This design comes from an exercise in tuning for small area and a short achievable clock period on the open sky130 flow, not from production work. Only simulation tests tie the RTL to the original design; equivalence was not proved. No activity file was given, so power comes from the tool's default toggle rates.

--- flow/flow/run.sh ---
#!/bin/bash
set -euo pipefail
mapfile -t EXTRA < <(grep -v '^#' flow/extra.txt | grep .)
bash standard.sh "${EXTRA[@]}" finish > standard.log 2>&1
--- flow/config.mk ---
export PLATFORM = sky130hd
export DESIGN_NAME = gamma_interp_11bit
export DESIGN_NICKNAME = gamma_interp_11bit
export VERILOG_FILES = /design/flow/design.v
export SDC_FILE = /design/flow/constraint.sdc
export NUM_CORES = 4
export LEC_CHECK = 0
export ABC_AREA = 1
export CAP_MARGIN = 20
export CORE_MARGIN = 2
export CORE_UTILIZATION = 40
export SLEW_MARGIN = 20
--- flow/constraint.sdc ---
create_clock -name core_clock -period 10.0 [get_ports {clk}]
set_input_delay 2.0000 -clock core_clock [delete_from_list [all_inputs] [get_ports {clk}]]
set_output_delay 2.0000 -clock core_clock [all_outputs]
set_load 0.01 [all_outputs]
--- flow/design.v ---
module gamma_interp_11bit #(
  parameter int OUT_W = 10
) (
  input  logic             clk,
  input  logic             rst_n,
  input  logic             i_hs,
  input  logic             i_vs,
  input  logic [4:0]       idx,
  input  logic [10:0]      pixel_in,
  input  logic [10:0]      lowLevel,
  input  logic [10:0]      highLevel,
  input  logic             lut_we,
  input  logic [5:0]       lut_addr,
  input  logic [OUT_W-1:0] lut_wdata,
  input  logic             lut_commit,
  output logic             commit_pending,
  output logic             o_hs,
  output logic             o_vs,
  output logic [OUT_W-1:0] pix_out
);
  localparam int N = 33;
  function automatic logic [9:0] ramp(input int k);
    logic [31:0] v;
    v = 32'(k) * 32;
    if (v > 1023) v = 1023;
    ramp = v[9:0];
  endfunction
  logic [9:0] r_shadow [N];
  logic [9:0] r_active [N];
  logic       r_act_ramp;    
  logic       r_pend;
  logic       r_vs_prev;
  logic       w_copy;
  assign w_copy         = r_pend & r_vs_prev & ~i_vs;
  assign commit_pending = r_pend;
  always_ff @(posedge clk or negedge rst_n) begin
    if (!rst_n) begin
      r_pend    <= 1'b0;
      r_vs_prev <= 1'b0;
    end else begin
      r_pend    <= lut_commit | (r_pend & ~w_copy);
      r_vs_prev <= i_vs;
    end
  end
  always_ff @(posedge clk or negedge rst_n) begin
    if (!rst_n) begin
      for (int k = 0; k < N; k++) r_shadow[k] <= ramp(k);
    end else if (lut_we && lut_addr <= 6'd32) begin
      r_shadow[lut_addr] <= lut_wdata;
    end
  end
  always_ff @(posedge clk or negedge rst_n) begin
    if (!rst_n) r_act_ramp <= 1'b1;
    else if (w_copy) r_act_ramp <= 1'b0;
  end
  always_ff @(posedge clk) begin
    if (w_copy)
      for (int k = 0; k < N; k++) r_active[k] <= r_shadow[k];
  end
  logic [15:0] w_so1;
  logic [16:0] w_se, w_so;
  logic [9:0]  w_ye, w_yo;
  logic [10:0] w_d, w_w;
  logic [4:0]  w_je;
  assign w_je = {1'b0, idx[4:1]} + {4'b0, idx[0]};
  always_comb begin
    for (int j = 0; j < 16; j++) w_so1[j] = (idx[4:1] == 4'(j));
    for (int j = 0; j < 17; j++) begin
      w_so[j] = (j < 16) ? (~r_act_ramp & w_so1[j % 16]) : 1'b0;
      w_se[j] = ~r_act_ramp & (((j < 16) ? (~idx[0] & w_so1[j % 16]) : 1'b0) |
                               ((j > 0) ? (idx[0] & w_so1[(j + 15) % 16]) : 1'b0));
    end
    w_ye = r_act_ramp ? (w_je[4] ? 10'h3ff : {w_je[3:0], 6'b0}) : 10'b0;
    w_yo = r_act_ramp ? {idx[4:1], 1'b1, 5'b0} : 10'b0;
    for (int j = 0; j < 17; j++) w_ye = w_ye | ({10{w_se[j]}} & r_active[2*j]);
    for (int j = 0; j < 16; j++) w_yo = w_yo | ({10{w_so[j]}} & r_active[2*j+1]);
  end
  logic ds_g0_0;
  assign ds_g0_0 = pixel_in[0] & ~lowLevel[0];
  logic ds_g1_0;
  assign ds_g1_0 = pixel_in[1] & ~lowLevel[1];
  logic ds_g2_0;
  assign ds_g2_0 = pixel_in[2] & ~lowLevel[2];
  logic ds_g3_0;
  assign ds_g3_0 = pixel_in[3] & ~lowLevel[3];
  logic ds_g4_0;
  assign ds_g4_0 = pixel_in[4] & ~lowLevel[4];
  logic ds_g5_0;
  assign ds_g5_0 = pixel_in[5] & ~lowLevel[5];
  logic ds_g6_0;
  assign ds_g6_0 = pixel_in[6] & ~lowLevel[6];
  logic ds_g7_0;
  assign ds_g7_0 = pixel_in[7] & ~lowLevel[7];
  logic ds_g8_0;
  assign ds_g8_0 = pixel_in[8] & ~lowLevel[8];
  logic ds_g9_0;
  assign ds_g9_0 = pixel_in[9] & ~lowLevel[9];
  logic ds_g10_0;
  assign ds_g10_0 = pixel_in[10] & ~lowLevel[10];
  logic ds_p0;
  assign ds_p0 = pixel_in[0] ^ ~lowLevel[0];
  logic ds_p1;
  assign ds_p1 = pixel_in[1] ^ ~lowLevel[1];
  logic ds_p2;
  assign ds_p2 = pixel_in[2] ^ ~lowLevel[2];
  logic ds_p3;
  assign ds_p3 = pixel_in[3] ^ ~lowLevel[3];
  logic ds_p4;
  assign ds_p4 = pixel_in[4] ^ ~lowLevel[4];
  logic ds_p5;
  assign ds_p5 = pixel_in[5] ^ ~lowLevel[5];
  logic ds_p6;
  assign ds_p6 = pixel_in[6] ^ ~lowLevel[6];
  logic ds_p7;
  assign ds_p7 = pixel_in[7] ^ ~lowLevel[7];
  logic ds_p8;
  assign ds_p8 = pixel_in[8] ^ ~lowLevel[8];
  logic ds_p9;
  assign ds_p9 = pixel_in[9] ^ ~lowLevel[9];
  logic ds_p10;
  assign ds_p10 = pixel_in[10] ^ ~lowLevel[10];
  logic ds_g0_c;
  assign ds_g0_c = ds_g0_0 | (ds_p0 & 1'b1);
  logic ds_g1_1;
  assign ds_g1_1 = ds_g1_0 | (ds_p1 & ds_g0_c);
  logic ds_q1_1;
  assign ds_q1_1 = ds_p1 & ds_p0;
  logic ds_g3_1;
  assign ds_g3_1 = ds_g3_0 | (ds_p3 & ds_g2_0);
  logic ds_q3_1;
  assign ds_q3_1 = ds_p3 & ds_p2;
  logic ds_g5_1;
  assign ds_g5_1 = ds_g5_0 | (ds_p5 & ds_g4_0);
  logic ds_q5_1;
  assign ds_q5_1 = ds_p5 & ds_p4;
  logic ds_g7_1;
  assign ds_g7_1 = ds_g7_0 | (ds_p7 & ds_g6_0);
  logic ds_q7_1;
  assign ds_q7_1 = ds_p7 & ds_p6;
  logic ds_g9_1;
  assign ds_g9_1 = ds_g9_0 | (ds_p9 & ds_g8_0);
  logic ds_q9_1;
  assign ds_q9_1 = ds_p9 & ds_p8;
  logic ds_g2_2;
  assign ds_g2_2 = ds_g2_0 | (ds_p2 & ds_g1_1);
  logic ds_q2_2;
  assign ds_q2_2 = ds_p2 & ds_q1_1;
  logic ds_g3_2;
  assign ds_g3_2 = ds_g3_1 | (ds_q3_1 & ds_g1_1);
  logic ds_q3_2;
  assign ds_q3_2 = ds_q3_1 & ds_q1_1;
  logic ds_g6_2;
  assign ds_g6_2 = ds_g6_0 | (ds_p6 & ds_g5_1);
  logic ds_q6_2;
  assign ds_q6_2 = ds_p6 & ds_q5_1;
  logic ds_g7_2;
  assign ds_g7_2 = ds_g7_1 | (ds_q7_1 & ds_g5_1);
  logic ds_q7_2;
  assign ds_q7_2 = ds_q7_1 & ds_q5_1;
  logic ds_g10_2;
  assign ds_g10_2 = ds_g10_0 | (ds_p10 & ds_g9_1);
  logic ds_q10_2;
  assign ds_q10_2 = ds_p10 & ds_q9_1;
  logic ds_g4_3;
  assign ds_g4_3 = ds_g4_0 | (ds_p4 & ds_g3_2);
  logic ds_q4_3;
  assign ds_q4_3 = ds_p4 & ds_q3_2;
  logic ds_g5_3;
  assign ds_g5_3 = ds_g5_1 | (ds_q5_1 & ds_g3_2);
  logic ds_q5_3;
  assign ds_q5_3 = ds_q5_1 & ds_q3_2;
  logic ds_g6_3;
  assign ds_g6_3 = ds_g6_2 | (ds_q6_2 & ds_g3_2);
  logic ds_q6_3;
  assign ds_q6_3 = ds_q6_2 & ds_q3_2;
  logic ds_g7_3;
  assign ds_g7_3 = ds_g7_2 | (ds_q7_2 & ds_g3_2);
  logic ds_q7_3;
  assign ds_q7_3 = ds_q7_2 & ds_q3_2;
  logic ds_g8_4;
  assign ds_g8_4 = ds_g8_0 | (ds_p8 & ds_g7_3);
  logic ds_q8_4;
  assign ds_q8_4 = ds_p8 & ds_q7_3;
  logic ds_g9_4;
  assign ds_g9_4 = ds_g9_1 | (ds_q9_1 & ds_g7_3);
  logic ds_q9_4;
  assign ds_q9_4 = ds_q9_1 & ds_q7_3;
  logic ds_g10_4;
  assign ds_g10_4 = ds_g10_2 | (ds_q10_2 & ds_g7_3);
  logic ds_q10_4;
  assign ds_q10_4 = ds_q10_2 & ds_q7_3;
  assign w_d[0] = (ds_p0 ^ 1'b1);
  assign w_d[1] = (ds_p1 ^ ds_g0_c);
  assign w_d[2] = (ds_p2 ^ ds_g1_1);
  assign w_d[3] = (ds_p3 ^ ds_g2_2);
  assign w_d[4] = (ds_p4 ^ ds_g3_2);
  assign w_d[5] = (ds_p5 ^ ds_g4_3);
  assign w_d[6] = (ds_p6 ^ ds_g5_3);
  assign w_d[7] = (ds_p7 ^ ds_g6_3);
  assign w_d[8] = (ds_p8 ^ ds_g7_3);
  assign w_d[9] = (ds_p9 ^ ds_g8_4);
  assign w_d[10] = (ds_p10 ^ ds_g9_4);
  logic ws_g0_0;
  assign ws_g0_0 = highLevel[0] & ~lowLevel[0];
  logic ws_g1_0;
  assign ws_g1_0 = highLevel[1] & ~lowLevel[1];
  logic ws_g2_0;
  assign ws_g2_0 = highLevel[2] & ~lowLevel[2];
  logic ws_g3_0;
  assign ws_g3_0 = highLevel[3] & ~lowLevel[3];
  logic ws_g4_0;
  assign ws_g4_0 = highLevel[4] & ~lowLevel[4];
  logic ws_g5_0;
  assign ws_g5_0 = highLevel[5] & ~lowLevel[5];
  logic ws_g6_0;
  assign ws_g6_0 = highLevel[6] & ~lowLevel[6];
  logic ws_g7_0;
  assign ws_g7_0 = highLevel[7] & ~lowLevel[7];
  logic ws_g8_0;
  assign ws_g8_0 = highLevel[8] & ~lowLevel[8];
  logic ws_g9_0;
  assign ws_g9_0 = highLevel[9] & ~lowLevel[9];
  logic ws_g10_0;
  assign ws_g10_0 = highLevel[10] & ~lowLevel[10];
  logic ws_p0;
  assign ws_p0 = highLevel[0] ^ ~lowLevel[0];
  logic ws_p1;
  assign ws_p1 = highLevel[1] ^ ~lowLevel[1];
  logic ws_p2;
  assign ws_p2 = highLevel[2] ^ ~lowLevel[2];
  logic ws_p3;
  assign ws_p3 = highLevel[3] ^ ~lowLevel[3];
  logic ws_p4;
  assign ws_p4 = highLevel[4] ^ ~lowLevel[4];
  logic ws_p5;
  assign ws_p5 = highLevel[5] ^ ~lowLevel[5];
  logic ws_p6;
  assign ws_p6 = highLevel[6] ^ ~lowLevel[6];
  logic ws_p7;
  assign ws_p7 = highLevel[7] ^ ~lowLevel[7];
  logic ws_p8;
  assign ws_p8 = highLevel[8] ^ ~lowLevel[8];
  logic ws_p9;
  assign ws_p9 = highLevel[9] ^ ~lowLevel[9];
  logic ws_p10;
  assign ws_p10 = highLevel[10] ^ ~lowLevel[10];
  logic ws_g0_c;
  assign ws_g0_c = ws_g0_0 | (ws_p0 & 1'b1);
  logic ws_g1_1;
  assign ws_g1_1 = ws_g1_0 | (ws_p1 & ws_g0_c);
  logic ws_q1_1;
  assign ws_q1_1 = ws_p1 & ws_p0;
  logic ws_g3_1;
  assign ws_g3_1 = ws_g3_0 | (ws_p3 & ws_g2_0);
  logic ws_q3_1;
  assign ws_q3_1 = ws_p3 & ws_p2;
  logic ws_g5_1;
  assign ws_g5_1 = ws_g5_0 | (ws_p5 & ws_g4_0);
  logic ws_q5_1;
  assign ws_q5_1 = ws_p5 & ws_p4;
  logic ws_g7_1;
  assign ws_g7_1 = ws_g7_0 | (ws_p7 & ws_g6_0);
  logic ws_q7_1;
  assign ws_q7_1 = ws_p7 & ws_p6;
  logic ws_g9_1;
  assign ws_g9_1 = ws_g9_0 | (ws_p9 & ws_g8_0);
  logic ws_q9_1;
  assign ws_q9_1 = ws_p9 & ws_p8;
  logic ws_g2_2;
  assign ws_g2_2 = ws_g2_0 | (ws_p2 & ws_g1_1);
  logic ws_q2_2;
  assign ws_q2_2 = ws_p2 & ws_q1_1;
  logic ws_g3_2;
  assign ws_g3_2 = ws_g3_1 | (ws_q3_1 & ws_g1_1);
  logic ws_q3_2;
  assign ws_q3_2 = ws_q3_1 & ws_q1_1;
  logic ws_g6_2;
  assign ws_g6_2 = ws_g6_0 | (ws_p6 & ws_g5_1);
  logic ws_q6_2;
  assign ws_q6_2 = ws_p6 & ws_q5_1;
  logic ws_g7_2;
  assign ws_g7_2 = ws_g7_1 | (ws_q7_1 & ws_g5_1);
  logic ws_q7_2;
  assign ws_q7_2 = ws_q7_1 & ws_q5_1;
  logic ws_g10_2;
  assign ws_g10_2 = ws_g10_0 | (ws_p10 & ws_g9_1);
  logic ws_q10_2;
  assign ws_q10_2 = ws_p10 & ws_q9_1;
  logic ws_g4_3;
  assign ws_g4_3 = ws_g4_0 | (ws_p4 & ws_g3_2);
  logic ws_q4_3;
  assign ws_q4_3 = ws_p4 & ws_q3_2;
  logic ws_g5_3;
  assign ws_g5_3 = ws_g5_1 | (ws_q5_1 & ws_g3_2);
  logic ws_q5_3;
  assign ws_q5_3 = ws_q5_1 & ws_q3_2;
  logic ws_g6_3;
  assign ws_g6_3 = ws_g6_2 | (ws_q6_2 & ws_g3_2);
  logic ws_q6_3;
  assign ws_q6_3 = ws_q6_2 & ws_q3_2;
  logic ws_g7_3;
  assign ws_g7_3 = ws_g7_2 | (ws_q7_2 & ws_g3_2);
  logic ws_q7_3;
  assign ws_q7_3 = ws_q7_2 & ws_q3_2;
  logic ws_g8_4;
  assign ws_g8_4 = ws_g8_0 | (ws_p8 & ws_g7_3);
  logic ws_q8_4;
  assign ws_q8_4 = ws_p8 & ws_q7_3;
  logic ws_g9_4;
  assign ws_g9_4 = ws_g9_1 | (ws_q9_1 & ws_g7_3);
  logic ws_q9_4;
  assign ws_q9_4 = ws_q9_1 & ws_q7_3;
  logic ws_g10_4;
  assign ws_g10_4 = ws_g10_2 | (ws_q10_2 & ws_g7_3);
  logic ws_q10_4;
  assign ws_q10_4 = ws_q10_2 & ws_q7_3;
  assign w_w[0] = (ws_p0 ^ 1'b1);
  assign w_w[1] = (ws_p1 ^ ws_g0_c);
  assign w_w[2] = (ws_p2 ^ ws_g1_1);
  assign w_w[3] = (ws_p3 ^ ws_g2_2);
  assign w_w[4] = (ws_p4 ^ ws_g3_2);
  assign w_w[5] = (ws_p5 ^ ws_g4_3);
  assign w_w[6] = (ws_p6 ^ ws_g5_3);
  assign w_w[7] = (ws_p7 ^ ws_g6_3);
  assign w_w[8] = (ws_p8 ^ ws_g7_3);
  assign w_w[9] = (ws_p9 ^ ws_g8_4);
  assign w_w[10] = (ws_p10 ^ ws_g9_4);
  logic [9:0]  r_ye_1, r_yo_1;
  logic        r_b_1;
  logic [10:0] r_d_1;
  logic [10:0] r_w_1;
  logic        r_wz_1;
  logic        r_blank_1;
  always_ff @(posedge clk) begin
    r_ye_1 <= w_ye;
    r_yo_1 <= w_yo;
    r_b_1  <= idx[0];
    r_d_1  <= w_d;
    r_w_1  <= w_w;
    r_wz_1 <= (highLevel == lowLevel);
  end
  always_ff @(posedge clk or negedge rst_n) begin
    if (!rst_n) r_blank_1 <= 1'b1;
    else        r_blank_1 <= ~(i_hs & i_vs);
  end
  logic [9:0]         w_y0, w_y1;
  logic [10:0]        w_x;
  logic [20:0]        w_y0x;
  logic [20:0]        w_yr;
  logic [12:0]        w_db;
  logic [5:0]         w_one, w_two, w_ng;
  logic [11:0]        w_pp0, w_pp1, w_pp2, w_pp3, w_pp4, w_pp5;
  logic [22:0]        w_sa, w_sb;
  logic [3:0]         w_s;
  always_comb begin
    w_s = '0;
    for (int i = 0; i < 11; i++)
      if (r_w_1[i]) w_s = 4'(i);
  end
  assign w_y0  = r_b_1 ? r_yo_1 : r_ye_1;
  assign w_y1  = r_b_1 ? r_ye_1 : r_yo_1;
  assign w_y0x = {10'b0, w_y0, 1'b1};
  assign w_yr  = (w_y0x << w_s) >> 1;
  assign w_db  = r_wz_1 ? 13'b0 : {1'b0, r_d_1, 1'b0};
  logic xs_g0_0;
  assign xs_g0_0 = w_y1[0] & ~w_y0[0];
  logic xs_g1_0;
  assign xs_g1_0 = w_y1[1] & ~w_y0[1];
  logic xs_g2_0;
  assign xs_g2_0 = w_y1[2] & ~w_y0[2];
  logic xs_g3_0;
  assign xs_g3_0 = w_y1[3] & ~w_y0[3];
  logic xs_g4_0;
  assign xs_g4_0 = w_y1[4] & ~w_y0[4];
  logic xs_g5_0;
  assign xs_g5_0 = w_y1[5] & ~w_y0[5];
  logic xs_g6_0;
  assign xs_g6_0 = w_y1[6] & ~w_y0[6];
  logic xs_g7_0;
  assign xs_g7_0 = w_y1[7] & ~w_y0[7];
  logic xs_g8_0;
  assign xs_g8_0 = w_y1[8] & ~w_y0[8];
  logic xs_g9_0;
  assign xs_g9_0 = w_y1[9] & ~w_y0[9];
  logic xs_g10_0;
  assign xs_g10_0 = 1'b0 & 1'b1;
  logic xs_p0;
  assign xs_p0 = w_y1[0] ^ ~w_y0[0];
  logic xs_p1;
  assign xs_p1 = w_y1[1] ^ ~w_y0[1];
  logic xs_p2;
  assign xs_p2 = w_y1[2] ^ ~w_y0[2];
  logic xs_p3;
  assign xs_p3 = w_y1[3] ^ ~w_y0[3];
  logic xs_p4;
  assign xs_p4 = w_y1[4] ^ ~w_y0[4];
  logic xs_p5;
  assign xs_p5 = w_y1[5] ^ ~w_y0[5];
  logic xs_p6;
  assign xs_p6 = w_y1[6] ^ ~w_y0[6];
  logic xs_p7;
  assign xs_p7 = w_y1[7] ^ ~w_y0[7];
  logic xs_p8;
  assign xs_p8 = w_y1[8] ^ ~w_y0[8];
  logic xs_p9;
  assign xs_p9 = w_y1[9] ^ ~w_y0[9];
  logic xs_p10;
  assign xs_p10 = 1'b0 ^ 1'b1;
  logic xs_g0_c;
  assign xs_g0_c = xs_g0_0 | (xs_p0 & 1'b1);
  logic xs_g1_1;
  assign xs_g1_1 = xs_g1_0 | (xs_p1 & xs_g0_c);
  logic xs_q1_1;
  assign xs_q1_1 = xs_p1 & xs_p0;
  logic xs_g3_1;
  assign xs_g3_1 = xs_g3_0 | (xs_p3 & xs_g2_0);
  logic xs_q3_1;
  assign xs_q3_1 = xs_p3 & xs_p2;
  logic xs_g5_1;
  assign xs_g5_1 = xs_g5_0 | (xs_p5 & xs_g4_0);
  logic xs_q5_1;
  assign xs_q5_1 = xs_p5 & xs_p4;
  logic xs_g7_1;
  assign xs_g7_1 = xs_g7_0 | (xs_p7 & xs_g6_0);
  logic xs_q7_1;
  assign xs_q7_1 = xs_p7 & xs_p6;
  logic xs_g9_1;
  assign xs_g9_1 = xs_g9_0 | (xs_p9 & xs_g8_0);
  logic xs_q9_1;
  assign xs_q9_1 = xs_p9 & xs_p8;
  logic xs_g2_2;
  assign xs_g2_2 = xs_g2_0 | (xs_p2 & xs_g1_1);
  logic xs_q2_2;
  assign xs_q2_2 = xs_p2 & xs_q1_1;
  logic xs_g3_2;
  assign xs_g3_2 = xs_g3_1 | (xs_q3_1 & xs_g1_1);
  logic xs_q3_2;
  assign xs_q3_2 = xs_q3_1 & xs_q1_1;
  logic xs_g6_2;
  assign xs_g6_2 = xs_g6_0 | (xs_p6 & xs_g5_1);
  logic xs_q6_2;
  assign xs_q6_2 = xs_p6 & xs_q5_1;
  logic xs_g7_2;
  assign xs_g7_2 = xs_g7_1 | (xs_q7_1 & xs_g5_1);
  logic xs_q7_2;
  assign xs_q7_2 = xs_q7_1 & xs_q5_1;
  logic xs_g10_2;
  assign xs_g10_2 = xs_g10_0 | (xs_p10 & xs_g9_1);
  logic xs_q10_2;
  assign xs_q10_2 = xs_p10 & xs_q9_1;
  logic xs_g4_3;
  assign xs_g4_3 = xs_g4_0 | (xs_p4 & xs_g3_2);
  logic xs_q4_3;
  assign xs_q4_3 = xs_p4 & xs_q3_2;
  logic xs_g5_3;
  assign xs_g5_3 = xs_g5_1 | (xs_q5_1 & xs_g3_2);
  logic xs_q5_3;
  assign xs_q5_3 = xs_q5_1 & xs_q3_2;
  logic xs_g6_3;
  assign xs_g6_3 = xs_g6_2 | (xs_q6_2 & xs_g3_2);
  logic xs_q6_3;
  assign xs_q6_3 = xs_q6_2 & xs_q3_2;
  logic xs_g7_3;
  assign xs_g7_3 = xs_g7_2 | (xs_q7_2 & xs_g3_2);
  logic xs_q7_3;
  assign xs_q7_3 = xs_q7_2 & xs_q3_2;
  logic xs_g8_4;
  assign xs_g8_4 = xs_g8_0 | (xs_p8 & xs_g7_3);
  logic xs_q8_4;
  assign xs_q8_4 = xs_p8 & xs_q7_3;
  logic xs_g9_4;
  assign xs_g9_4 = xs_g9_1 | (xs_q9_1 & xs_g7_3);
  logic xs_q9_4;
  assign xs_q9_4 = xs_q9_1 & xs_q7_3;
  logic xs_g10_4;
  assign xs_g10_4 = xs_g10_2 | (xs_q10_2 & xs_g7_3);
  logic xs_q10_4;
  assign xs_q10_4 = xs_q10_2 & xs_q7_3;
  assign w_x[0] = (xs_p0 ^ 1'b1);
  assign w_x[1] = (xs_p1 ^ xs_g0_c);
  assign w_x[2] = (xs_p2 ^ xs_g1_1);
  assign w_x[3] = (xs_p3 ^ xs_g2_2);
  assign w_x[4] = (xs_p4 ^ xs_g3_2);
  assign w_x[5] = (xs_p5 ^ xs_g4_3);
  assign w_x[6] = (xs_p6 ^ xs_g5_3);
  assign w_x[7] = (xs_p7 ^ xs_g6_3);
  assign w_x[8] = (xs_p8 ^ xs_g7_3);
  assign w_x[9] = (xs_p9 ^ xs_g8_4);
  assign w_x[10] = (xs_p10 ^ xs_g9_4);
  always_comb begin
    for (int j = 0; j < 6; j++) begin
      w_one[j] = w_db[2*j+1] ^ w_db[2*j];
      w_two[j] = (w_db[2*j+2] & ~w_db[2*j+1] & ~w_db[2*j]) |
                 (~w_db[2*j+2] & w_db[2*j+1] & w_db[2*j]);
      w_ng[j]  = w_db[2*j+2] & ~(w_db[2*j+1] & w_db[2*j]);
    end
  end
  function automatic logic [11:0] bpp(input logic [10:0] x, input logic one,
                                      input logic two, input logic ng);
    logic [11:0] m;
    m = one ? {x[10], x} : (two ? {x, 1'b0} : 12'b0);
    bpp = m ^ {12{ng}};
  endfunction
  assign w_pp0 = bpp(w_x, w_one[0], w_two[0], w_ng[0]);
  assign w_pp1 = bpp(w_x, w_one[1], w_two[1], w_ng[1]);
  assign w_pp2 = bpp(w_x, w_one[2], w_two[2], w_ng[2]);
  assign w_pp3 = bpp(w_x, w_one[3], w_two[3], w_ng[3]);
  assign w_pp4 = bpp(w_x, w_one[4], w_two[4], w_ng[4]);
  assign w_pp5 = bpp(w_x, w_one[5], w_two[5], w_ng[5]);
  logic t0s;
  assign t0s = w_pp0[10] ^ w_pp1[8];
  logic t0c;
  assign t0c = w_pp0[10] & w_pp1[8];
  logic t1s;
  assign t1s = w_pp0[11] ^ w_pp1[9];
  logic t1c;
  assign t1c = w_pp0[11] & w_pp1[9];
  logic t2s;
  assign t2s = w_pp0[11] ^ w_pp1[10];
  logic t2c;
  assign t2c = w_pp0[11] & w_pp1[10];
  logic t3s;
  assign t3s = ~w_pp0[11] ^ ~w_pp1[11];
  logic t3c;
  assign t3c = ~w_pp0[11] & ~w_pp1[11];
  logic t4s;
  assign t4s = w_pp0[6] ^ w_pp1[4];
  logic t4c;
  assign t4c = w_pp0[6] & w_pp1[4];
  logic t5s;
  assign t5s = w_pp0[7] ^ w_pp1[5];
  logic t5c;
  assign t5c = w_pp0[7] & w_pp1[5];
  logic t6s;
  assign t6s = w_pp0[8] ^ w_pp1[6] ^ w_pp2[4];
  logic t6c;
  assign t6c = (w_pp0[8] & w_pp1[6]) | (w_pp0[8] & w_pp2[4]) | (w_pp1[6] & w_pp2[4]);
  logic t7s;
  assign t7s = w_pp3[2] ^ w_pp4[0];
  logic t7c;
  assign t7c = w_pp3[2] & w_pp4[0];
  logic t8s;
  assign t8s = w_pp0[9] ^ w_pp1[7] ^ w_pp2[5];
  logic t8c;
  assign t8c = (w_pp0[9] & w_pp1[7]) | (w_pp0[9] & w_pp2[5]) | (w_pp1[7] & w_pp2[5]);
  logic t9s;
  assign t9s = w_pp3[3] ^ w_pp4[1];
  logic t9c;
  assign t9c = w_pp3[3] & w_pp4[1];
  logic t10s;
  assign t10s = w_pp2[6] ^ w_pp3[4] ^ w_pp4[2];
  logic t10c;
  assign t10c = (w_pp2[6] & w_pp3[4]) | (w_pp2[6] & w_pp4[2]) | (w_pp3[4] & w_pp4[2]);
  logic t11s;
  assign t11s = w_pp5[0] ^ w_ng[5] ^ t0s;
  logic t11c;
  assign t11c = (w_pp5[0] & w_ng[5]) | (w_pp5[0] & t0s) | (w_ng[5] & t0s);
  logic t12s;
  assign t12s = w_pp2[7] ^ w_pp3[5] ^ w_pp4[3];
  logic t12c;
  assign t12c = (w_pp2[7] & w_pp3[5]) | (w_pp2[7] & w_pp4[3]) | (w_pp3[5] & w_pp4[3]);
  logic t13s;
  assign t13s = w_pp5[1] ^ t0c ^ t1s;
  logic t13c;
  assign t13c = (w_pp5[1] & t0c) | (w_pp5[1] & t1s) | (t0c & t1s);
  logic t14s;
  assign t14s = w_pp2[8] ^ w_pp3[6] ^ w_pp4[4];
  logic t14c;
  assign t14c = (w_pp2[8] & w_pp3[6]) | (w_pp2[8] & w_pp4[4]) | (w_pp3[6] & w_pp4[4]);
  logic t15s;
  assign t15s = w_pp5[2] ^ t1c ^ t2s;
  logic t15c;
  assign t15c = (w_pp5[2] & t1c) | (w_pp5[2] & t2s) | (t1c & t2s);
  logic t16s;
  assign t16s = w_pp2[9] ^ w_pp3[7] ^ w_pp4[5];
  logic t16c;
  assign t16c = (w_pp2[9] & w_pp3[7]) | (w_pp2[9] & w_pp4[5]) | (w_pp3[7] & w_pp4[5]);
  logic t17s;
  assign t17s = w_pp5[3] ^ t2c ^ t3s;
  logic t17c;
  assign t17c = (w_pp5[3] & t2c) | (w_pp5[3] & t3s) | (t2c & t3s);
  logic t18s;
  assign t18s = 1'b1 ^ w_pp2[10] ^ w_pp3[8];
  logic t18c;
  assign t18c = (1'b1 & w_pp2[10]) | (1'b1 & w_pp3[8]) | (w_pp2[10] & w_pp3[8]);
  logic t19s;
  assign t19s = w_pp4[6] ^ w_pp5[4] ^ t3c;
  logic t19c;
  assign t19c = (w_pp4[6] & w_pp5[4]) | (w_pp4[6] & t3c) | (w_pp5[4] & t3c);
  logic t20s;
  assign t20s = ~w_pp2[11] ^ w_pp3[9] ^ w_pp4[7];
  logic t20c;
  assign t20c = (~w_pp2[11] & w_pp3[9]) | (~w_pp2[11] & w_pp4[7]) | (w_pp3[9] & w_pp4[7]);
  logic t21s;
  assign t21s = 1'b1 ^ w_pp3[10];
  logic t21c;
  assign t21c = 1'b1 & w_pp3[10];
  logic t22s;
  assign t22s = w_pp0[4] ^ w_pp1[2];
  logic t22c;
  assign t22c = w_pp0[4] & w_pp1[2];
  logic t23s;
  assign t23s = w_pp0[5] ^ w_pp1[3];
  logic t23c;
  assign t23c = w_pp0[5] & w_pp1[3];
  logic t24s;
  assign t24s = w_pp2[2] ^ w_pp3[0] ^ w_ng[3];
  logic t24c;
  assign t24c = (w_pp2[2] & w_pp3[0]) | (w_pp2[2] & w_ng[3]) | (w_pp3[0] & w_ng[3]);
  logic t25s;
  assign t25s = w_pp2[3] ^ w_pp3[1] ^ t4c;
  logic t25c;
  assign t25c = (w_pp2[3] & w_pp3[1]) | (w_pp2[3] & t4c) | (w_pp3[1] & t4c);
  logic t26s;
  assign t26s = w_ng[4] ^ t5c ^ t6s;
  logic t26c;
  assign t26c = (w_ng[4] & t5c) | (w_ng[4] & t6s) | (t5c & t6s);
  logic t27s;
  assign t27s = t6c ^ t7c ^ t8s;
  logic t27c;
  assign t27c = (t6c & t7c) | (t6c & t8s) | (t7c & t8s);
  logic t28s;
  assign t28s = t8c ^ t9c ^ t10s;
  logic t28c;
  assign t28c = (t8c & t9c) | (t8c & t10s) | (t9c & t10s);
  logic t29s;
  assign t29s = t10c ^ t11c ^ t12s;
  logic t29c;
  assign t29c = (t10c & t11c) | (t10c & t12s) | (t11c & t12s);
  logic t30s;
  assign t30s = t12c ^ t13c ^ t14s;
  logic t30c;
  assign t30c = (t12c & t13c) | (t12c & t14s) | (t13c & t14s);
  logic t31s;
  assign t31s = t14c ^ t15c ^ t16s;
  logic t31c;
  assign t31c = (t14c & t15c) | (t14c & t16s) | (t15c & t16s);
  logic t32s;
  assign t32s = t16c ^ t17c ^ t18s;
  logic t32c;
  assign t32c = (t16c & t17c) | (t16c & t18s) | (t17c & t18s);
  logic t33s;
  assign t33s = w_pp5[5] ^ t18c ^ t19c;
  logic t33c;
  assign t33c = (w_pp5[5] & t18c) | (w_pp5[5] & t19c) | (t18c & t19c);
  logic t34s;
  assign t34s = w_pp4[8] ^ w_pp5[6] ^ t20c;
  logic t34c;
  assign t34c = (w_pp4[8] & w_pp5[6]) | (w_pp4[8] & t20c) | (w_pp5[6] & t20c);
  logic t35s;
  assign t35s = ~w_pp3[11] ^ w_pp4[9] ^ w_pp5[7];
  logic t35c;
  assign t35c = (~w_pp3[11] & w_pp4[9]) | (~w_pp3[11] & w_pp5[7]) | (w_pp4[9] & w_pp5[7]);
  logic t36s;
  assign t36s = 1'b1 ^ w_pp4[10];
  logic t36c;
  assign t36c = 1'b1 & w_pp4[10];
  logic t37s;
  assign t37s = w_pp0[2] ^ w_pp1[0];
  logic t37c;
  assign t37c = w_pp0[2] & w_pp1[0];
  logic t38s;
  assign t38s = w_pp0[3] ^ w_pp1[1];
  logic t38c;
  assign t38c = w_pp0[3] & w_pp1[1];
  logic t39s;
  assign t39s = w_pp2[0] ^ w_ng[2] ^ t22s;
  logic t39c;
  assign t39c = (w_pp2[0] & w_ng[2]) | (w_pp2[0] & t22s) | (w_ng[2] & t22s);
  logic t40s;
  assign t40s = w_pp2[1] ^ t22c ^ t23s;
  logic t40c;
  assign t40c = (w_pp2[1] & t22c) | (w_pp2[1] & t23s) | (t22c & t23s);
  logic t41s;
  assign t41s = t4s ^ t23c ^ t24s;
  logic t41c;
  assign t41c = (t4s & t23c) | (t4s & t24s) | (t23c & t24s);
  logic t42s;
  assign t42s = t5s ^ t24c ^ t25s;
  logic t42c;
  assign t42c = (t5s & t24c) | (t5s & t25s) | (t24c & t25s);
  logic t43s;
  assign t43s = t7s ^ t25c ^ t26s;
  logic t43c;
  assign t43c = (t7s & t25c) | (t7s & t26s) | (t25c & t26s);
  logic t44s;
  assign t44s = t9s ^ t26c ^ t27s;
  logic t44c;
  assign t44c = (t9s & t26c) | (t9s & t27s) | (t26c & t27s);
  logic t45s;
  assign t45s = t11s ^ t27c ^ t28s;
  logic t45c;
  assign t45c = (t11s & t27c) | (t11s & t28s) | (t27c & t28s);
  logic t46s;
  assign t46s = t13s ^ t28c ^ t29s;
  logic t46c;
  assign t46c = (t13s & t28c) | (t13s & t29s) | (t28c & t29s);
  logic t47s;
  assign t47s = t15s ^ t29c ^ t30s;
  logic t47c;
  assign t47c = (t15s & t29c) | (t15s & t30s) | (t29c & t30s);
  logic t48s;
  assign t48s = t17s ^ t30c ^ t31s;
  logic t48c;
  assign t48c = (t17s & t30c) | (t17s & t31s) | (t30c & t31s);
  logic t49s;
  assign t49s = t19s ^ t31c ^ t32s;
  logic t49c;
  assign t49c = (t19s & t31c) | (t19s & t32s) | (t31c & t32s);
  logic t50s;
  assign t50s = t20s ^ t32c ^ t33s;
  logic t50c;
  assign t50c = (t20s & t32c) | (t20s & t33s) | (t32c & t33s);
  logic t51s;
  assign t51s = t21s ^ t33c ^ t34s;
  logic t51c;
  assign t51c = (t21s & t33c) | (t21s & t34s) | (t33c & t34s);
  logic t52s;
  assign t52s = t21c ^ t34c ^ t35s;
  logic t52c;
  assign t52c = (t21c & t34c) | (t21c & t35s) | (t34c & t35s);
  logic t53s;
  assign t53s = w_pp5[8] ^ t35c ^ t36s;
  logic t53c;
  assign t53c = (w_pp5[8] & t35c) | (w_pp5[8] & t36s) | (t35c & t36s);
  logic t54s;
  assign t54s = ~w_pp4[11] ^ w_pp5[9] ^ t36c;
  logic t54c;
  assign t54c = (~w_pp4[11] & w_pp5[9]) | (~w_pp4[11] & t36c) | (w_pp5[9] & t36c);
  logic t55s;
  assign t55s = 1'b1 ^ w_pp5[10];
  logic t55c;
  assign t55c = 1'b1 & w_pp5[10];
  assign w_sa[0] = w_pp0[0];
  assign w_sb[0] = w_ng[0];
  assign w_sa[1] = w_pp0[1];
  assign w_sb[1] = 1'b0;
  assign w_sa[2] = w_ng[1];
  assign w_sb[2] = t37s;
  assign w_sa[3] = t37c;
  assign w_sb[3] = t38s;
  assign w_sa[4] = t38c;
  assign w_sb[4] = t39s;
  assign w_sa[5] = t39c;
  assign w_sb[5] = t40s;
  assign w_sa[6] = t40c;
  assign w_sb[6] = t41s;
  assign w_sa[7] = t41c;
  assign w_sb[7] = t42s;
  assign w_sa[8] = t42c;
  assign w_sb[8] = t43s;
  assign w_sa[9] = t43c;
  assign w_sb[9] = t44s;
  assign w_sa[10] = t44c;
  assign w_sb[10] = t45s;
  assign w_sa[11] = t45c;
  assign w_sb[11] = t46s;
  assign w_sa[12] = t46c;
  assign w_sb[12] = t47s;
  assign w_sa[13] = t47c;
  assign w_sb[13] = t48s;
  assign w_sa[14] = t48c;
  assign w_sb[14] = t49s;
  assign w_sa[15] = t49c;
  assign w_sb[15] = t50s;
  assign w_sa[16] = t50c;
  assign w_sb[16] = t51s;
  assign w_sa[17] = t51c;
  assign w_sb[17] = t52s;
  assign w_sa[18] = t52c;
  assign w_sb[18] = t53s;
  assign w_sa[19] = t53c;
  assign w_sb[19] = t54s;
  assign w_sa[20] = t54c;
  assign w_sb[20] = t55s;
  assign w_sa[21] = ~w_pp5[11];
  assign w_sb[21] = t55c;
  assign w_sa[22] = 1'b1;
  assign w_sb[22] = 1'b0;
  logic [22:0] r_sa_2, r_sb_2;
  logic [20:0] r_yr_2;
  logic [3:0]  r_s_2;
  logic        r_blank_2;
  always_ff @(posedge clk) begin
    r_sa_2 <= w_sa;
    r_sb_2 <= w_sb;
    r_yr_2 <= w_yr;
    r_s_2  <= w_s;
  end
  always_ff @(posedge clk or negedge rst_n) begin
    if (!rst_n) r_blank_2 <= 1'b1;
    else        r_blank_2 <= r_blank_1;
  end
  logic [22:0]        w_yr2, w_ta, w_tb, w_t;
  logic [9:0]         w_pix;
  assign w_yr2 = {2'b0, r_yr_2};
  assign w_ta  = r_sa_2 ^ r_sb_2 ^ w_yr2;
  assign w_tb  = {((r_sa_2[21:0] & r_sb_2[21:0]) | (r_sa_2[21:0] & w_yr2[21:0]) |
                   (r_sb_2[21:0] & w_yr2[21:0])), 1'b0};
  logic ts_g0_0;
  assign ts_g0_0 = w_ta[0] & w_tb[0];
  logic ts_g1_0;
  assign ts_g1_0 = w_ta[1] & w_tb[1];
  logic ts_g2_0;
  assign ts_g2_0 = w_ta[2] & w_tb[2];
  logic ts_g3_0;
  assign ts_g3_0 = w_ta[3] & w_tb[3];
  logic ts_g4_0;
  assign ts_g4_0 = w_ta[4] & w_tb[4];
  logic ts_g5_0;
  assign ts_g5_0 = w_ta[5] & w_tb[5];
  logic ts_g6_0;
  assign ts_g6_0 = w_ta[6] & w_tb[6];
  logic ts_g7_0;
  assign ts_g7_0 = w_ta[7] & w_tb[7];
  logic ts_g8_0;
  assign ts_g8_0 = w_ta[8] & w_tb[8];
  logic ts_g9_0;
  assign ts_g9_0 = w_ta[9] & w_tb[9];
  logic ts_g10_0;
  assign ts_g10_0 = w_ta[10] & w_tb[10];
  logic ts_g11_0;
  assign ts_g11_0 = w_ta[11] & w_tb[11];
  logic ts_g12_0;
  assign ts_g12_0 = w_ta[12] & w_tb[12];
  logic ts_g13_0;
  assign ts_g13_0 = w_ta[13] & w_tb[13];
  logic ts_g14_0;
  assign ts_g14_0 = w_ta[14] & w_tb[14];
  logic ts_g15_0;
  assign ts_g15_0 = w_ta[15] & w_tb[15];
  logic ts_g16_0;
  assign ts_g16_0 = w_ta[16] & w_tb[16];
  logic ts_g17_0;
  assign ts_g17_0 = w_ta[17] & w_tb[17];
  logic ts_g18_0;
  assign ts_g18_0 = w_ta[18] & w_tb[18];
  logic ts_g19_0;
  assign ts_g19_0 = w_ta[19] & w_tb[19];
  logic ts_g20_0;
  assign ts_g20_0 = w_ta[20] & w_tb[20];
  logic ts_g21_0;
  assign ts_g21_0 = w_ta[21] & w_tb[21];
  logic ts_g22_0;
  assign ts_g22_0 = w_ta[22] & w_tb[22];
  logic ts_p0;
  assign ts_p0 = w_ta[0] ^ w_tb[0];
  logic ts_p1;
  assign ts_p1 = w_ta[1] ^ w_tb[1];
  logic ts_p2;
  assign ts_p2 = w_ta[2] ^ w_tb[2];
  logic ts_p3;
  assign ts_p3 = w_ta[3] ^ w_tb[3];
  logic ts_p4;
  assign ts_p4 = w_ta[4] ^ w_tb[4];
  logic ts_p5;
  assign ts_p5 = w_ta[5] ^ w_tb[5];
  logic ts_p6;
  assign ts_p6 = w_ta[6] ^ w_tb[6];
  logic ts_p7;
  assign ts_p7 = w_ta[7] ^ w_tb[7];
  logic ts_p8;
  assign ts_p8 = w_ta[8] ^ w_tb[8];
  logic ts_p9;
  assign ts_p9 = w_ta[9] ^ w_tb[9];
  logic ts_p10;
  assign ts_p10 = w_ta[10] ^ w_tb[10];
  logic ts_p11;
  assign ts_p11 = w_ta[11] ^ w_tb[11];
  logic ts_p12;
  assign ts_p12 = w_ta[12] ^ w_tb[12];
  logic ts_p13;
  assign ts_p13 = w_ta[13] ^ w_tb[13];
  logic ts_p14;
  assign ts_p14 = w_ta[14] ^ w_tb[14];
  logic ts_p15;
  assign ts_p15 = w_ta[15] ^ w_tb[15];
  logic ts_p16;
  assign ts_p16 = w_ta[16] ^ w_tb[16];
  logic ts_p17;
  assign ts_p17 = w_ta[17] ^ w_tb[17];
  logic ts_p18;
  assign ts_p18 = w_ta[18] ^ w_tb[18];
  logic ts_p19;
  assign ts_p19 = w_ta[19] ^ w_tb[19];
  logic ts_p20;
  assign ts_p20 = w_ta[20] ^ w_tb[20];
  logic ts_p21;
  assign ts_p21 = w_ta[21] ^ w_tb[21];
  logic ts_p22;
  assign ts_p22 = w_ta[22] ^ w_tb[22];
  logic ts_g1_1;
  assign ts_g1_1 = ts_g1_0 | (ts_p1 & ts_g0_0);
  logic ts_q1_1;
  assign ts_q1_1 = ts_p1 & ts_p0;
  logic ts_g3_1;
  assign ts_g3_1 = ts_g3_0 | (ts_p3 & ts_g2_0);
  logic ts_q3_1;
  assign ts_q3_1 = ts_p3 & ts_p2;
  logic ts_g5_1;
  assign ts_g5_1 = ts_g5_0 | (ts_p5 & ts_g4_0);
  logic ts_q5_1;
  assign ts_q5_1 = ts_p5 & ts_p4;
  logic ts_g7_1;
  assign ts_g7_1 = ts_g7_0 | (ts_p7 & ts_g6_0);
  logic ts_q7_1;
  assign ts_q7_1 = ts_p7 & ts_p6;
  logic ts_g9_1;
  assign ts_g9_1 = ts_g9_0 | (ts_p9 & ts_g8_0);
  logic ts_q9_1;
  assign ts_q9_1 = ts_p9 & ts_p8;
  logic ts_g11_1;
  assign ts_g11_1 = ts_g11_0 | (ts_p11 & ts_g10_0);
  logic ts_q11_1;
  assign ts_q11_1 = ts_p11 & ts_p10;
  logic ts_g13_1;
  assign ts_g13_1 = ts_g13_0 | (ts_p13 & ts_g12_0);
  logic ts_q13_1;
  assign ts_q13_1 = ts_p13 & ts_p12;
  logic ts_g15_1;
  assign ts_g15_1 = ts_g15_0 | (ts_p15 & ts_g14_0);
  logic ts_q15_1;
  assign ts_q15_1 = ts_p15 & ts_p14;
  logic ts_g17_1;
  assign ts_g17_1 = ts_g17_0 | (ts_p17 & ts_g16_0);
  logic ts_q17_1;
  assign ts_q17_1 = ts_p17 & ts_p16;
  logic ts_g19_1;
  assign ts_g19_1 = ts_g19_0 | (ts_p19 & ts_g18_0);
  logic ts_q19_1;
  assign ts_q19_1 = ts_p19 & ts_p18;
  logic ts_g21_1;
  assign ts_g21_1 = ts_g21_0 | (ts_p21 & ts_g20_0);
  logic ts_q21_1;
  assign ts_q21_1 = ts_p21 & ts_p20;
  logic ts_g2_2;
  assign ts_g2_2 = ts_g2_0 | (ts_p2 & ts_g1_1);
  logic ts_q2_2;
  assign ts_q2_2 = ts_p2 & ts_q1_1;
  logic ts_g3_2;
  assign ts_g3_2 = ts_g3_1 | (ts_q3_1 & ts_g1_1);
  logic ts_q3_2;
  assign ts_q3_2 = ts_q3_1 & ts_q1_1;
  logic ts_g6_2;
  assign ts_g6_2 = ts_g6_0 | (ts_p6 & ts_g5_1);
  logic ts_q6_2;
  assign ts_q6_2 = ts_p6 & ts_q5_1;
  logic ts_g7_2;
  assign ts_g7_2 = ts_g7_1 | (ts_q7_1 & ts_g5_1);
  logic ts_q7_2;
  assign ts_q7_2 = ts_q7_1 & ts_q5_1;
  logic ts_g10_2;
  assign ts_g10_2 = ts_g10_0 | (ts_p10 & ts_g9_1);
  logic ts_q10_2;
  assign ts_q10_2 = ts_p10 & ts_q9_1;
  logic ts_g11_2;
  assign ts_g11_2 = ts_g11_1 | (ts_q11_1 & ts_g9_1);
  logic ts_q11_2;
  assign ts_q11_2 = ts_q11_1 & ts_q9_1;
  logic ts_g14_2;
  assign ts_g14_2 = ts_g14_0 | (ts_p14 & ts_g13_1);
  logic ts_q14_2;
  assign ts_q14_2 = ts_p14 & ts_q13_1;
  logic ts_g15_2;
  assign ts_g15_2 = ts_g15_1 | (ts_q15_1 & ts_g13_1);
  logic ts_q15_2;
  assign ts_q15_2 = ts_q15_1 & ts_q13_1;
  logic ts_g18_2;
  assign ts_g18_2 = ts_g18_0 | (ts_p18 & ts_g17_1);
  logic ts_q18_2;
  assign ts_q18_2 = ts_p18 & ts_q17_1;
  logic ts_g19_2;
  assign ts_g19_2 = ts_g19_1 | (ts_q19_1 & ts_g17_1);
  logic ts_q19_2;
  assign ts_q19_2 = ts_q19_1 & ts_q17_1;
  logic ts_g22_2;
  assign ts_g22_2 = ts_g22_0 | (ts_p22 & ts_g21_1);
  logic ts_q22_2;
  assign ts_q22_2 = ts_p22 & ts_q21_1;
  logic ts_g4_3;
  assign ts_g4_3 = ts_g4_0 | (ts_p4 & ts_g3_2);
  logic ts_q4_3;
  assign ts_q4_3 = ts_p4 & ts_q3_2;
  logic ts_g5_3;
  assign ts_g5_3 = ts_g5_1 | (ts_q5_1 & ts_g3_2);
  logic ts_q5_3;
  assign ts_q5_3 = ts_q5_1 & ts_q3_2;
  logic ts_g6_3;
  assign ts_g6_3 = ts_g6_2 | (ts_q6_2 & ts_g3_2);
  logic ts_q6_3;
  assign ts_q6_3 = ts_q6_2 & ts_q3_2;
  logic ts_g7_3;
  assign ts_g7_3 = ts_g7_2 | (ts_q7_2 & ts_g3_2);
  logic ts_q7_3;
  assign ts_q7_3 = ts_q7_2 & ts_q3_2;
  logic ts_g12_3;
  assign ts_g12_3 = ts_g12_0 | (ts_p12 & ts_g11_2);
  logic ts_q12_3;
  assign ts_q12_3 = ts_p12 & ts_q11_2;
  logic ts_g13_3;
  assign ts_g13_3 = ts_g13_1 | (ts_q13_1 & ts_g11_2);
  logic ts_q13_3;
  assign ts_q13_3 = ts_q13_1 & ts_q11_2;
  logic ts_g14_3;
  assign ts_g14_3 = ts_g14_2 | (ts_q14_2 & ts_g11_2);
  logic ts_q14_3;
  assign ts_q14_3 = ts_q14_2 & ts_q11_2;
  logic ts_g15_3;
  assign ts_g15_3 = ts_g15_2 | (ts_q15_2 & ts_g11_2);
  logic ts_q15_3;
  assign ts_q15_3 = ts_q15_2 & ts_q11_2;
  logic ts_g20_3;
  assign ts_g20_3 = ts_g20_0 | (ts_p20 & ts_g19_2);
  logic ts_q20_3;
  assign ts_q20_3 = ts_p20 & ts_q19_2;
  logic ts_g21_3;
  assign ts_g21_3 = ts_g21_1 | (ts_q21_1 & ts_g19_2);
  logic ts_q21_3;
  assign ts_q21_3 = ts_q21_1 & ts_q19_2;
  logic ts_g22_3;
  assign ts_g22_3 = ts_g22_2 | (ts_q22_2 & ts_g19_2);
  logic ts_q22_3;
  assign ts_q22_3 = ts_q22_2 & ts_q19_2;
  logic ts_g8_4;
  assign ts_g8_4 = ts_g8_0 | (ts_p8 & ts_g7_3);
  logic ts_q8_4;
  assign ts_q8_4 = ts_p8 & ts_q7_3;
  logic ts_g9_4;
  assign ts_g9_4 = ts_g9_1 | (ts_q9_1 & ts_g7_3);
  logic ts_q9_4;
  assign ts_q9_4 = ts_q9_1 & ts_q7_3;
  logic ts_g10_4;
  assign ts_g10_4 = ts_g10_2 | (ts_q10_2 & ts_g7_3);
  logic ts_q10_4;
  assign ts_q10_4 = ts_q10_2 & ts_q7_3;
  logic ts_g11_4;
  assign ts_g11_4 = ts_g11_2 | (ts_q11_2 & ts_g7_3);
  logic ts_q11_4;
  assign ts_q11_4 = ts_q11_2 & ts_q7_3;
  logic ts_g12_4;
  assign ts_g12_4 = ts_g12_3 | (ts_q12_3 & ts_g7_3);
  logic ts_q12_4;
  assign ts_q12_4 = ts_q12_3 & ts_q7_3;
  logic ts_g13_4;
  assign ts_g13_4 = ts_g13_3 | (ts_q13_3 & ts_g7_3);
  logic ts_q13_4;
  assign ts_q13_4 = ts_q13_3 & ts_q7_3;
  logic ts_g14_4;
  assign ts_g14_4 = ts_g14_3 | (ts_q14_3 & ts_g7_3);
  logic ts_q14_4;
  assign ts_q14_4 = ts_q14_3 & ts_q7_3;
  logic ts_g15_4;
  assign ts_g15_4 = ts_g15_3 | (ts_q15_3 & ts_g7_3);
  logic ts_q15_4;
  assign ts_q15_4 = ts_q15_3 & ts_q7_3;
  logic ts_g16_5;
  assign ts_g16_5 = ts_g16_0 | (ts_p16 & ts_g15_4);
  logic ts_q16_5;
  assign ts_q16_5 = ts_p16 & ts_q15_4;
  logic ts_g17_5;
  assign ts_g17_5 = ts_g17_1 | (ts_q17_1 & ts_g15_4);
  logic ts_q17_5;
  assign ts_q17_5 = ts_q17_1 & ts_q15_4;
  logic ts_g18_5;
  assign ts_g18_5 = ts_g18_2 | (ts_q18_2 & ts_g15_4);
  logic ts_q18_5;
  assign ts_q18_5 = ts_q18_2 & ts_q15_4;
  logic ts_g19_5;
  assign ts_g19_5 = ts_g19_2 | (ts_q19_2 & ts_g15_4);
  logic ts_q19_5;
  assign ts_q19_5 = ts_q19_2 & ts_q15_4;
  logic ts_g20_5;
  assign ts_g20_5 = ts_g20_3 | (ts_q20_3 & ts_g15_4);
  logic ts_q20_5;
  assign ts_q20_5 = ts_q20_3 & ts_q15_4;
  logic ts_g21_5;
  assign ts_g21_5 = ts_g21_3 | (ts_q21_3 & ts_g15_4);
  logic ts_q21_5;
  assign ts_q21_5 = ts_q21_3 & ts_q15_4;
  logic ts_g22_5;
  assign ts_g22_5 = ts_g22_3 | (ts_q22_3 & ts_g15_4);
  logic ts_q22_5;
  assign ts_q22_5 = ts_q22_3 & ts_q15_4;
  assign w_t[0] = ts_p0;
  assign w_t[1] = (ts_p1 ^ ts_g0_0);
  assign w_t[2] = (ts_p2 ^ ts_g1_1);
  assign w_t[3] = (ts_p3 ^ ts_g2_2);
  assign w_t[4] = (ts_p4 ^ ts_g3_2);
  assign w_t[5] = (ts_p5 ^ ts_g4_3);
  assign w_t[6] = (ts_p6 ^ ts_g5_3);
  assign w_t[7] = (ts_p7 ^ ts_g6_3);
  assign w_t[8] = (ts_p8 ^ ts_g7_3);
  assign w_t[9] = (ts_p9 ^ ts_g8_4);
  assign w_t[10] = (ts_p10 ^ ts_g9_4);
  assign w_t[11] = (ts_p11 ^ ts_g10_4);
  assign w_t[12] = (ts_p12 ^ ts_g11_4);
  assign w_t[13] = (ts_p13 ^ ts_g12_4);
  assign w_t[14] = (ts_p14 ^ ts_g13_4);
  assign w_t[15] = (ts_p15 ^ ts_g14_4);
  assign w_t[16] = (ts_p16 ^ ts_g15_4);
  assign w_t[17] = (ts_p17 ^ ts_g16_5);
  assign w_t[18] = (ts_p18 ^ ts_g17_5);
  assign w_t[19] = (ts_p19 ^ ts_g18_5);
  assign w_t[20] = (ts_p20 ^ ts_g19_5);
  assign w_t[21] = (ts_p21 ^ ts_g20_5);
  assign w_t[22] = (ts_p22 ^ ts_g21_5);
  logic [10:0] w_sh;
  logic [9:0]  w_r;
  logic        w_over;
  always_comb begin
    for (int k = 0; k < 11; k++) w_sh[k] = (r_s_2 == 4'(k));
    w_r = '0;
    for (int i = 0; i < 10; i++)
      for (int k = 0; k < 11; k++)
        w_r[i] = w_r[i] | (w_sh[k] & w_t[i+k]);
    w_over = 1'b0;
    for (int i = 10; i < 22; i++)
      for (int k = 0; k < 11; k++)
        if (i >= 10 + k) w_over = w_over | (w_sh[k] & w_t[i]);
    if (r_blank_2 | w_t[22]) w_pix = '0;
    else if (w_over)         w_pix = 10'h3ff;
    else                     w_pix = w_r;
  end
  logic [2:0] r_hs_d, r_vs_d;
  logic [9:0] r_pix;
  always_ff @(posedge clk or negedge rst_n) begin
    if (!rst_n) begin
      r_hs_d <= '0;
      r_vs_d <= '0;
      r_pix  <= '0;
    end else begin
      r_hs_d <= {r_hs_d[1:0], i_hs};
      r_vs_d <= {r_vs_d[1:0], i_vs};
      r_pix  <= w_pix;
    end
  end
  assign o_hs    = r_hs_d[2];
  assign o_vs    = r_vs_d[2];
  assign pix_out = r_pix;
endmodule
--- flow/standard.sh ---
#!/bin/bash
# synth_recipe.tcl (not shown) runs the flow's synth.tcl, then flattens the netlist and writes it again
# the make line also repeats each setting of config.mk as NAME=value (left out here)
make -C /OpenROAD-flow-scripts/flow DESIGN_CONFIG=/design/flow/config.mk WORK_HOME=/design/flow/orfs CLKGATE_MAP_FILE= SYNTH_SCRIPT=/design/flow/synth_recipe.tcl "${@:-finish}"
--- flow/flow/extra.txt ---
SETUP_SLACK_MARGIN=6.5
ADDER_MAP_FILE=
==> metrics.yaml, run 1 <==
cts-root-buf: "clkbuf_16"
cap_violations: 0
area_growth_syn_to_layout_pct: 18.2
vias_per_cell: 5.25
fin_area_sq_um: 41800
finClkSkew_ns: 0.0213
rsz0062_at_grt: "yes"
firstDrtPassIters: 6
drtAntennaViolNets: 0
clk_latency_ns: 0.64
power_density_nw_per_um2: 275
synth_top_family_by_area: "simple AND/OR/NAND/NOR gates"
cts_tree: "built"
antenna_cells: 0
drc_errors: 0
tns_ns: 0
r2r.worst_path.cells: 20
timing.final.crit_share: 0.348
ir_drop_mv: 0.232
numPortBuffers: 72
r2r-end: "r_sa_2[16]"
yosys.area_share.simple: 0.220
fmax_ghz: 0.287
ctsHoldBuffers: 0
vias: 27900
yosys_warnings: 3
initial_utilization: 0.402
synth-seq-cells: 790
ys_top_cells_by_count: "nand2_1, o21ai_0, inv_1, edfxtp_1, dfrtp_1"
critPathMaxStageDelay_ns: 0.62
final_layout_size_suffix_gt1_frac: 0.147
syn_avg_cell_area_sq_um: 9.08
core_area_sq_um: 88000
synth_edf_count: 330
finalHoldViolations: 0
numCtsBuffers: 84
grt.total_usage: 0.215
cts_max_level: 3
cp_num_buf_inv: 4
p_leak_nw: 18.4
relSlewSlack: 0.270
routabilityCongestion: 0.889
crit_arrival_ns: 3.97
grt_pass1_wl_mm: 151
finalWirelength_mm: 103
ios: 73
synth_most_common_cell: "nand2_1"
cpLargestDelayFamily: "simple AND/OR/NAND/NOR gates"
synth_ff_type: "edfxtp_1"
rows: 109
critPathRequiredTime_ns: 10.50
worst_pin_slew_ns: 1.09
synth.mux.area_fraction: 0.00113
crit_end: "r_ye_1[1]"
synth-compound-area-share: 0.108
cp-end-kind: "flip-flop"
fin_nets: 4130
die_area_sq_um: 90900
hold_class: "reg2reg"
drt-initial-drc-count: 2597
yosys.area_share.xor_xnor: 0.0230
cp-start-kind: "input port"
synth.area.top_cells: "edfxtp_1, dfrtp_1, nand2_1"
yosysTopAreaCell: "edfxtp_1"
netlist_instances: 3897
cp_slowest_cell: "a211oi_1"
worstPathMaxFanout: 12
synth_cell_types: 62
outcome: "no timing/DRC/antenna violations"
grt_overflow: 0
path_cells: "buf_4 -> nand2_1 -> inv_1 -> nor2_1 -> inv_2 -> nor2_1 -> buf_4 -> nand2_1 -> nand4_1 -> a211oi_1 -> nand3_1"
slew_viol_final: 0
ff2ff_setup_slack_ns: 6.71
worst-path-stages: 11
routedWlPerCell_microns: 19.4
worstSetupPathType: "in2reg"
clk_path_buf_depth: 3
syn_nets: 3957
syn-cell-area_sq_um: 35400
die_x_microns: 301
async_flop_share: 0.443
postLayoutCoreUtil: 0.476
rr_startpoint: "r_b_1"
dpl_cell_area_sq_um: 37400
clkTransAtPathRegs_ns: 0.06
grt_max_degree: 151
finalSetupViolCount: 0
die_h_microns: 301
synthAdderAreaFrac: 0.000283
yosysSeqAreaShare: 0.593
clkSinkCount: 790
grt_pass1_vias: 25900
antenna_found_initial: 1
cp-startpoint: "idx[1]"
netlist.area_leader.share: 0.280
dp.final_hpwl_mm: 63.6
min_period_ns: 3.48
layer usage:
| layer | GRT usage | vias up | wire [microns] |
|---|---|---|---|
| met1 | 0.292 | 13400 | 44500 |
| met3 | 0.0327 | 145 | 6520 |
| met5 | 0 | - | 0 |
| met4 | 0.0526 | 0 | 2150 |
| li1 | - | 13400 | - |
| met2 | 0.362 | 887 | 49900 |
metrics by stage:
step	hold WS, ns	std cells	setup WS, ns	power, W
2_1_floorplan	0.331	3897	2.71	0.00719
3_3_place_gp	0.335	5037	4.82	0.00820
3_5_place_dp	0.336	5037	4.85	0.00827
4_1_cts	0.349	5234	5.79	0.0115
5_1_grt	0.355	5307	6.41	0.0123
6_report	0.346	5307	6.52	0.0115
how the worst min path moves through the flow:
stage                     slack [ns]   endpoint  startpoint  depth (start not counted)
after global placement          0.34  r_hs_d[1]   r_hs_d[0]                          0
after floorplan                 0.33  r_hs_d[1]   r_hs_d[0]                          0
after CTS                       0.35  r_hs_d[1]   r_hs_d[0]                          0
final                           0.35  r_hs_d[1]   r_hs_d[0]                          0
after detailed placement        0.34  r_hs_d[1]   r_hs_d[0]                          0
after global routing            0.36  r_hs_d[1]   r_hs_d[0]                          0
timing repair:
| action | in CTS | in global routing |
|---|---|---|
| gates cloned | 4 | 21 |
| pin swaps | 27 | 57 |
| gates resized for setup | 121 | 129 |
| setup buffers | 35 | 52 |
| setup endpoints to repair | 471 | 561 |
cell type report:
cell class | instances | area (sq um)
repair buffers | 189 | 1770
clock inverters | 29 | 327
repair inverters | 1 | 11.3
multi-input cells | 2636 | 13400
inverters | 368 | 1430
well taps | 1165 | 1460
clock buffers | 129 | 2510
fillers | 8257 | 46100
flip-flops and latches | 790 | 21000
cells by family after synthesis:
logic type	Yosys count
compound gates	665
buf+inv	493
mux	4
flops	790
fa+ha+maj	1
xor+xnor	92
simple gates	1852
report_power, final:
group          leakage, nW  total, W  internal [W]  switching, W
Sequential            8.52   0.00403       0.00384      0.000193
Combinational         8.50   0.00428       0.00134       0.00294
Clock                 1.39   0.00319       0.00189       0.00129
Total                 18.4    0.0115       0.00707       0.00442
cell usage in the layout, fill, tap and decap left out, drive strengths merged, types with 14 or more instances in the layout:
cell / netlist / routed
xor2: 73 / 73
nand4: 72 / 86
nor3: 17 / 17
dlygate4sd2: 0 / 14
inv: 357 / 360
dfxtp: 110 / 110
dfrtp: 257 / 257
xnor2: 19 / 19
nor2: 250 / 251
nand3: 232 / 239
buf: 13 / 121
o22ai: 38 / 38
a21oi: 62 / 62
dfstp: 93 / 93
clkinv: 11 / 28
a221oi: 34 / 34
edfxtp: 330 / 330
clkdlybuf4s50: 0 / 38
a22o: 24 / 24
clkbuf: 112 / 134
nand2: 1258 / 1258
o21ai: 449 / 449
state kept, by name (all words and copies together) (netlist names), 11 cells and up:
name / count
r_active: 330
r_shadow: 330
r_sa_2: 22
r_sb_2: 21
r_yr_2: 20
r_d_1: 11
worst register-to-register path, delay by kind of cell, from the launching register on:
| kind | cells | cell delay, ns |
|---|---|---|
| buffers and inverters | 6 | 0.76 |
| xor gates and xnor gates | 1 | 0.22 |
| AOI/OAI and AO/OA | 2 | 0.38 |
| DFF | 1 | 0.36 |
| and+or+nand+nor | 11 | 1.45 |
==> run 2, diff against run 1 <==
==> flow/flow/extra.txt (replaced) <==
SETUP_SLACK_MARGIN=6.5
ADDER_MAP_FILE=
BUFFER_PORTS_ARGS=-buffer_cell sky130_fd_sc_hd__buf_4
--- a/flow/config.mk
+++ b/flow/config.mk
@@ -9,4 +9,6 @@
 export CAP_MARGIN = 20
 export CORE_MARGIN = 2
 export CORE_UTILIZATION = 40
+export CTS_CLUSTER_DIAMETER = 80
+export CTS_CLUSTER_SIZE = 25
 export SLEW_MARGIN = 20
==> metrics.yaml, run 2 <==
hold_class: "reg2reg"  # unchanged
vias_per_cell: 5.14  # was 5.25
reg.largest.list: "r_active: 330 flops, r_shadow: 330 flops, r_sa_2: 22 flops"  # unchanged
clk_path_buf_depth: 3  # unchanged
die_area_sq_um: 90900  # unchanged
timing.final.crit_share: 0.395  # was 0.348
vias: 26500  # was 27.9k
r2r.worst_path.cells: 19  # was 20
dpl_cell_area_sq_um: 37200  # was 37400 sq um
finClkSkew_ns: 0.0490  # was 0.0213 ns
grt_max_degree: 171  # was 151
synth_ff_type: "edfxtp_1"  # unchanged
clkTransAtPathRegs_ns: 0.10  # was 0.06 ns
worstSetupPathType: "in2reg"  # unchanged
yosysSeqAreaShare: 0.593  # unchanged
ios: 73  # unchanged
fmax_ghz: 0.253  # was 0.287 GHz
netlist.area_leader.share: 0.280  # unchanged
numCtsBuffers: 43  # was 84
area_growth_syn_to_layout_pct: 11.8  # was 18.2%
drc_errors: 0  # unchanged
slew_viol_final: 0  # unchanged
postLayoutCoreUtil: 0.450  # was 0.476
rsz0062_at_grt: "yes"  # unchanged
yosysTopAreaCell: "edfxtp_1"  # unchanged
outcome: "no timing/DRC/antenna violations"  # unchanged
min_period_ns: 3.95  # was 3.48 ns
worst_pin_slew_ns: 1.04  # was 1.09 ns
die_x_microns: 301  # unchanged
finalHoldViolations: 0  # unchanged
ctsHoldBuffers: 0  # unchanged
cap_violations: 0  # unchanged
grt_pass1_wl_mm: 144  # was 151 mm
netlist_instances: 3897  # unchanged
synth-seq-cells: 790  # unchanged
placed_cells: 5041  # was 5037
syn_avg_cell_area_sq_um: 9.08  # unchanged
cts_max_level: 2  # was 3
syn-cell-area_sq_um: 35400  # unchanged
core_area_sq_um: 88000  # unchanged
p_leak_nw: 17.4  # was 18.4 nW
async_flop_share: 0.443  # unchanged
cp-start-kind: "input port"  # unchanged
mostFrequentLayoutCell: "nand2_1"  # unchanged
ir_drop_mv: 0.220  # was 0.232 mV
ys_top_cells_by_count: "nand2_1, o21ai_0, inv_1, edfxtp_1, dfrtp_1"  # unchanged
cp-end-kind: "flip-flop"  # unchanged
synth_edf_count: 330  # unchanged
drt-initial-drc-count: 2276  # was 2597
tns_ns: 0  # unchanged
finalWirelength_mm: 93.3  # was 103 mm
layout_common_cells: "nand2_1, o21ai_0, edfxtp_1"  # unchanged
drtAntennaViolNets: 0  # unchanged
grt.total_usage: 0.204  # was 0.215
synth_cell_types: 62  # unchanged
clk_latency_ns: 0.65  # was 0.64 ns
cts-root-buf: "clkbuf_16"  # unchanged
routabilityCongestion: 0.902  # was 0.889
antenna_cells: 0  # unchanged
critPathRequiredTime_ns: 10.53  # was 10.50 ns
final_layout_size_suffix_gt1_frac: 0.132  # was 0.147
fill_cells: 8515  # was 8257
die_h_microns: 301  # unchanged
grt_overflow: 0  # unchanged
initial_utilization: 0.402  # unchanged
hold_path_depth: 0  # unchanged
rows: 109  # unchanged
dp.final_hpwl_mm: 62.8  # was 63.6 mm
power_density_nw_per_um2: 259  # was 275 nW/um^2
antenna_found_initial: 1  # unchanged
synth_most_common_cell: "nand2_1"  # unchanged
finalSetupViolCount: 0  # unchanged
fin_cells: 5162  # was 5307
worstPathMaxFanout: 20  # was 12
firstDrtPassIters: 6  # unchanged
relSlewSlack: 0.302  # was 0.270
fin_nets: 4022  # was 4130
fin_area_sq_um: 39600  # was 41800 sq um
clkSinkCount: 790  # unchanged
yosys_warnings: 3  # unchanged
numPortBuffers: 72  # unchanged
crit_arrival_ns: 4.48  # was 3.97 ns
cts_tree: "built"  # unchanged
syn_nets: 3957  # unchanged
routedWlPerCell_microns: 18.1  # was 19.4 microns
synth.area.top_cells: "edfxtp_1, dfrtp_1, nand2_1"  # unchanged
grt_pass1_vias: 25100  # was 25.9k
-- run 2: cell counts after synthesis --
No cell type changed its count.
-- run 2: worst paths after layout --
check,from,to,slack [ns]
min in group asynchronous,rst_n,r_shadow[10][0],1.43
max reg2reg,r_d_1[1],r_sb_2[13],6.73
min,r_vs_d[1],r_vs_d[2],0.36
max,lut_addr[1],r_shadow[21][8],6.05
max in group asynchronous,rst_n,r_pix[7],7.06
min reg2reg,r_vs_d[1],r_vs_d[2],0.36
-- run 2: logic make-up (layout without fill, tap and decap cells) --
logic type / after synthesis / in the layout / synth area share
AO/OA/AOI/OAI: 665 / 666 / 0.108
XOR/XNOR: 92 / 92 / 0.0230
adder cells (fa/ha/maj): 1 / 1 / 0.000283
buffers and inverters: 493 / 591 / 0.0542
flip-flops: 790 / 790 / 0.593
multiplexers: 4 / 4 / 0.00113
AND/OR/NAND/NOR: 1852 / 1853 / 0.220
-- run 2: cell type report --
cell class	instances	area, sq um	area share
clock buffers	65	1160	0.0293
clock inverters	15	226	0.00573
inverters	368	1400	0.0355
multi-input cells	2616	13100	0.332
flip-flops and latches	790	21000	0.531
well taps	1165	1460	0.0369
repair buffers	143	1180	0.0299
-- run 2: metrics by stage --
| stage | setup slack, ns | hold slack (ns) | total power, W |
|---|---|---|---|
| floorplan | 2.71 | 0.331 | 0.00719 |
| global placement | 5.45 | 0.334 | 0.00818 |
| detailed placement | 5.34 | 0.348 | 0.00825 |
| CTS | 6.06 | 0.362 | 0.0103 |
| global route | 5.88 | 0.362 | 0.0111 |
| finish | 6.05 | 0.356 | 0.0103 |
-- run 2: worst max-delay path, cell delays in order --
cell	delay [ns]
buf_4	0.14
nor2_2	0.17
inv_1	0.11
o31ai_1	0.24
nand2_1	0.17
clkinvlp_4	0.34
nand4_1	0.81
o21ai_0	0.49
-- run 2: layer usage --
layer,global-route usage,share of wire,vias to the layer above
met5,0,0.00014,-
met4,0.0516,0.024,2
met3,0.0244,0.045,103
met2,0.343,0.48,583
met1,0.281,0.45,12800
li1,-,-,13100
-- run 2: repair_timing --
item	CTS	global route
setup endpoints to repair	495	389
pin swaps	8	30
resized for setup	60	84
setup buffers	14	24
gates cloned	0	2
-- run 2: power by group --
group	switching [W]	total [W]	internal, W
clock network	0.00114	0.00201	0.000863
logic	0.00291	0.00422	0.00132
registers	0.000191	0.00403	0.00383
total	0.00424	0.0103	0.00601
